This design comes from an exercise in tuning for small area, a short achievable clock period and few clock cycles per item on the open sky130 flow, not from production work.
Where RTL was checked, it was by simulation tests only, not by an equivalence proof against the original.

==> 09-05: inputs <==
==> flow/design.v (excerpt) <==
module selective_repeat_receive_window #(
    parameter int WINDOW_SLOTS = 32,
    parameter int FRAME_BYTES  = 1000
) (
    input  wire logic                          i_clk,
    input  wire logic                          i_rst_n,
    input  wire logic                          start,
    output logic                               busy,
    input  wire logic [1:0]                    i_opcode,
    input  wire logic [srrw_pkg::FRAME_W-1:0]  i_frame_number,
    output logic                               o_valid,
    output logic [1:0]                         o_kind,
    output logic [srrw_pkg::FRAME_W-1:0]       o_request_frame,
    output logic [srrw_pkg::FRAME_W-1:0]       o_deliver_frame,
    output logic [srrw_pkg::OSLOT_W-1:0]       o_deliver_slot,
    output logic [srrw_pkg::BYTES_W-1:0]       o_deliver_bytes,
    output logic                               o_complete,
    output logic                               o_last,
    input  wire logic                          psel,
    input  wire logic                          penable,
    input  wire logic                          pwrite,
    input  wire logic [3:0]                    paddr,
    input  wire logic [31:0]                   pwdata,
    output logic [31:0]                        prdata,
    output logic                               pready
);
export LEC_CHECK = 0
export CAP_MARGIN = 20
export CORE_MARGIN = 2
export CORE_UTILIZATION = 40
export SETUP_SLACK_MARGIN = 5
export SLEW_MARGIN = 20
create_clock -name core_clock -period 9.0 [get_ports {i_clk}]
standard.sh (not shown) runs the stock make flow with config.mk's settings and CLKGATE_MAP_FILE= SYNTH_SCRIPT=/design/flow/synth_recipe.tcl, a recipe that flattens the netlist after the stock synthesis.
==> flow/flow/run.sh <==
#!/bin/bash
# The standard layout, with every input and output port buffered by a
# sky130_fd_sc_hd__buf_4 instead of the cell buffer_ports picks by default.
# The make output goes to flow_make.log; each ORFS step logs under orfs/logs/.
set -euo pipefail
bash standard.sh "BUFFER_PORTS_ARGS=-buffer_cell sky130_fd_sc_hd__buf_4" finish > flow_make.log 2>&1
==> inputs of 12-28, as changes to 09-05 <==
--- a/flow/design.v
+++ b/flow/design.v
@@ -92,16 +92,18 @@
             end
         end
         below_all = {p[30:0], 1'b1};
     endfunction
     logic [FW-1:0] r_lfi;
     logic [TW-1:0] r_timeout;
     logic [BW-1:0] r_tail;
     logic [4:0]    r_wm1;        
+    logic          r_w32;        
+    logic [31:0]   r_inw;        
     logic [FW-1:0] r_bf;         
     logic [4:0]    r_bs;         
     logic [4:0]    r_bsm;        
     logic [NS-1:0] r_rcv;
     logic [FW-1:0] r_frame [NS];
     logic [TW-1:0] r_tinv [NS];  
     logic          r_st;         
     logic [4:0]    r_k;
@@ -139,33 +141,38 @@
     logic [4:0] wr_wm1;
     assign wr_wm1 = (pwdata[FW-1:5] == '0) ? pwdata[4:0] : 5'd31;
     always_ff @(posedge i_clk) begin
         if (!i_rst_n) begin
             r_lfi     <= '0;
             r_timeout <= TW'(10);
             r_tail    <= '0;
             r_wm1     <= '0;
+            r_w32     <= 1'b0;
+            r_tailok  <= 1'b0;
+            r_inw     <= 32'd1;
         end else if (cfg_wr) begin
             case (paddr[3:2])
                 srrw_pkg::REG_LAST_FRAME: begin
                     r_lfi <= pwdata[FW-1:0];
                     r_wm1 <= wr_wm1;
+                    r_w32 <= (wr_wm1 == 5'd31);
+                    for (int k = 0; k < 32; k++) r_inw[k] <= (5'(k) <= wr_wm1);
                 end
                 srrw_pkg::REG_TIMEOUT:    r_timeout <= pwdata[TW-1:0];
                 srrw_pkg::REG_TAIL_BYTES: begin
                     r_tail   <= pwdata[BW-1:0];
                     r_tailok <= (pwdata[BW-1:0] != '0) && (pwdata[BW-1:0] < BW'(FRAME_BYTES));
                 end
                 default: ;
             endcase
         end
     end
     logic w32;
-    assign w32 = (r_wm1 == 5'd31);
+    assign w32 = r_w32;
     logic [HW-1:0] bf_hi;
     logic [4:0]    bf_lo;
     logic [HW:0]   bf_hi1;       
     logic [4:0]    kofs;         
     logic          bf_ok, done, refill;
     logic [FW-1:0] nfr;          
     assign bf_hi  = r_bf[FW-1:5];
     assign bf_lo  = r_bf[4:0];
@@ -235,45 +242,57 @@
     assign s_next   = (r_bsm == r_wm1) ? 5'd0 : r_bsm + 5'd1;
     assign dlv_last = done || (r_cnt == r_wm1) || !r_rcv[s_next];
     always_comb begin
         for (int k = 0; k < NS; k++) rf_at[k] = dlv && refill && (r_bsm == 5'(k));
     end
     logic [NS-1:0] in_w, elig, hit, sel;
     logic          any_hit;
     logic [FW-1:0] sel_frame;
-    logic [NS-1:0] seen;         
+    logic [NS-1:0] lsel;         
+    logic [3:0]    ghit, gsel;
+    logic [FW-1:0] gframe [4];
     logic          to_le1;
     assign to_le1 = (r_timeout[TW-1:1] == '0);
     always_comb begin
-        logic [NS-1:0] pre;
         logic          le1, le2;
         sel_frame = '0;
         for (int k = 0; k < NS; k++) begin
-            in_w[k] = (5'(k) <= r_wm1);
+            in_w[k] = r_inw[k];
             elig[k] = !r_rcv[k] && in_w[k];
             le1     = &r_tinv[k][TW-1:1];
             le2     = (&r_tinv[k][TW-1:2]) && (r_tinv[k][1] || r_tinv[k][0]);
             hit[k]  = elig[k] && (r_ldm[k] ? to_le1 : r_pdm[k] ? le2 : le1);
         end
-        pre = hit;
-        for (int l = 1; l < NS; l = l * 2) begin
-            for (int k = NS - 1; k >= 0; k--) begin
-                if ((k / l) % 2 == 1) pre[k] = pre[k] | pre[(k / l) * l - 1];
+        for (int g = 0; g < 4; g++) begin
+            logic [FW-1:0] gf;
+            logic          gs;
+            gf = '0;
+            gs = 1'b0;
+            for (int i = 0; i < 8; i++) begin
+                lsel[8*g+i] = hit[8*g+i] && !gs;
+                gs = gs || hit[8*g+i];
+                gf = gf | (lsel[8*g+i] ? r_frame[8*g+i] : '0);
             end
+            gframe[g] = gf;
+            ghit[g]   = gs;
         end
-        seen = {pre[NS-2:0], 1'b0};
-        for (int k = 0; k < NS; k++) begin
-            sel[k] = hit[k] && !seen[k];
-            sel_frame = sel_frame | (sel[k] ? r_frame[k] : '0);
+        for (int g = 0; g < 4; g++) begin
+            gsel[g] = ghit[g] && !(|(ghit & ((4'd1 << g) - 4'd1)));
+            for (int i = 0; i < 8; i++) sel[8*g+i] = lsel[8*g+i] && !(|(ghit & ((4'd1 << g) - 4'd1)));
+            sel_frame = sel_frame | (gsel[g] ? gframe[g] : '0);
         end
-        any_hit = pre[NS-1];
+        any_hit = |ghit;
     end
+    logic [NS-1:0] fw_at;        
     logic [FW-1:0] tick_frame;   
-    assign tick_frame = (r_fwv && sel[r_fwi]) ? r_fwd : sel_frame;
+    always_comb begin
+        for (int k = 0; k < NS; k++) fw_at[k] = r_fwv && (r_fwi == 5'(k));
+    end
+    assign tick_frame = (|(sel & fw_at)) ? r_fwd : sel_frame;
     logic [TW-1:0] t_next [NS];
     logic [NS-1:0] ld_m;
     always_comb begin
         for (int k = 0; k < NS; k++) begin
             logic dec, all_lo, c;
             ld_m[k] = op_start || (op_tick && sel[k]) || rf_at[k];
             dec     = r_pdm[k] && !(&r_tinv[k]);
             all_lo  = 1'b1;
@@ -320,17 +339,16 @@
             r_bsm   <= '0;
             r_st    <= 1'b0;
             r_k     <= '0;
             r_ch    <= 1'b0;
             r_cnt   <= '0;
             r_red   <= 1'b0;
             r_park  <= 1'b0;
             r_prun  <= 1'b0;
-            r_tailok <= 1'b0;
             o_valid <= 1'b0;
             r_odlv  <= 1'b0;
             r_bfok  <= 1'b1;
             r_refill <= 1'b0;
             r_ldm   <= '0;
             r_pdm   <= '0;
             r_fwv   <= 1'b0;
         end else begin
CORE_UTILIZATION = 55   (was 40)
CTS_CLUSTER_DIAMETER = 100   (was not set)
CTS_CLUSTER_SIZE = 20   (was not set)
SETUP_SLACK_MARGIN = 4.8   (was 5)
==> results.cfg <==
[finish]
design_area_sq_um = 82500
multi_input_gates = 4386

[timing]
min_period_ns = 4.49

[power]
p_clk_frac = 0.315
power_frac_seq = 0.593

[global_route]
use_met1 = 0.467

[critical_path]
crit_end = prdata[7]

[outcome]
outcome = timing/DRC/antenna clean

[yosys]
ys.flop_type = dfxtp_1
yosys.cell_types.count = 105

[place]
dp_cells = 8478
the above is filed under 12-28

==> results.cfg <==
[outcome]
outcome = timing/DRC/antenna clean

[global_route]
grt_max_degree = 71
use_met1 = 0.331

[critical_path]
crit_end = o_request_frame[4]

[power]
power_frac_seq = 0.500

[finish]
design_area_sq_um = 85500

[yosys]
yosys.cell_types.count = 94
ys.flop_type = edfxtp_1

[place]
dp_cells = 8709
the above is filed under 09-05

Testbench counts of 12-28, summed over its fixed seeds: cycles 9,473, items 4,808.
Only the layout flow was run in 09-05; the RTL was not checked for function there.

## static timing again, ports no longer ideal
Ports are ideal in the flow. The routed layouts listed here were re-timed in OpenROAD.
Step 1: set_driving_cell puts a clkbuf_16 on i_clk and a buf_2 on each other input, an assumption about the parent block.
Step 2 times the ports against the registers' clock, not the clock port: input delays grow and output delays shrink by t, the midpoint of the rising clock arrivals with the driver on.
Slacks: ideal / step 1 / step 2; pairs: ideal / step 1.
run	t (ns)	slack for setup (ns)	worst setup path at the end	worst slew at a driven data input, ns
09-05	0.883	4.241 / 4.241 / 3.953	input to register	0.14
12-28	0.819	4.510 / 4.376 / 4.116	input to register	0.14
After both steps every run listed still meets setup and hold. The setup slack of 12-28, which loses most, moves by -0.134 ns with the drivers and by -0.394 ns with both steps.
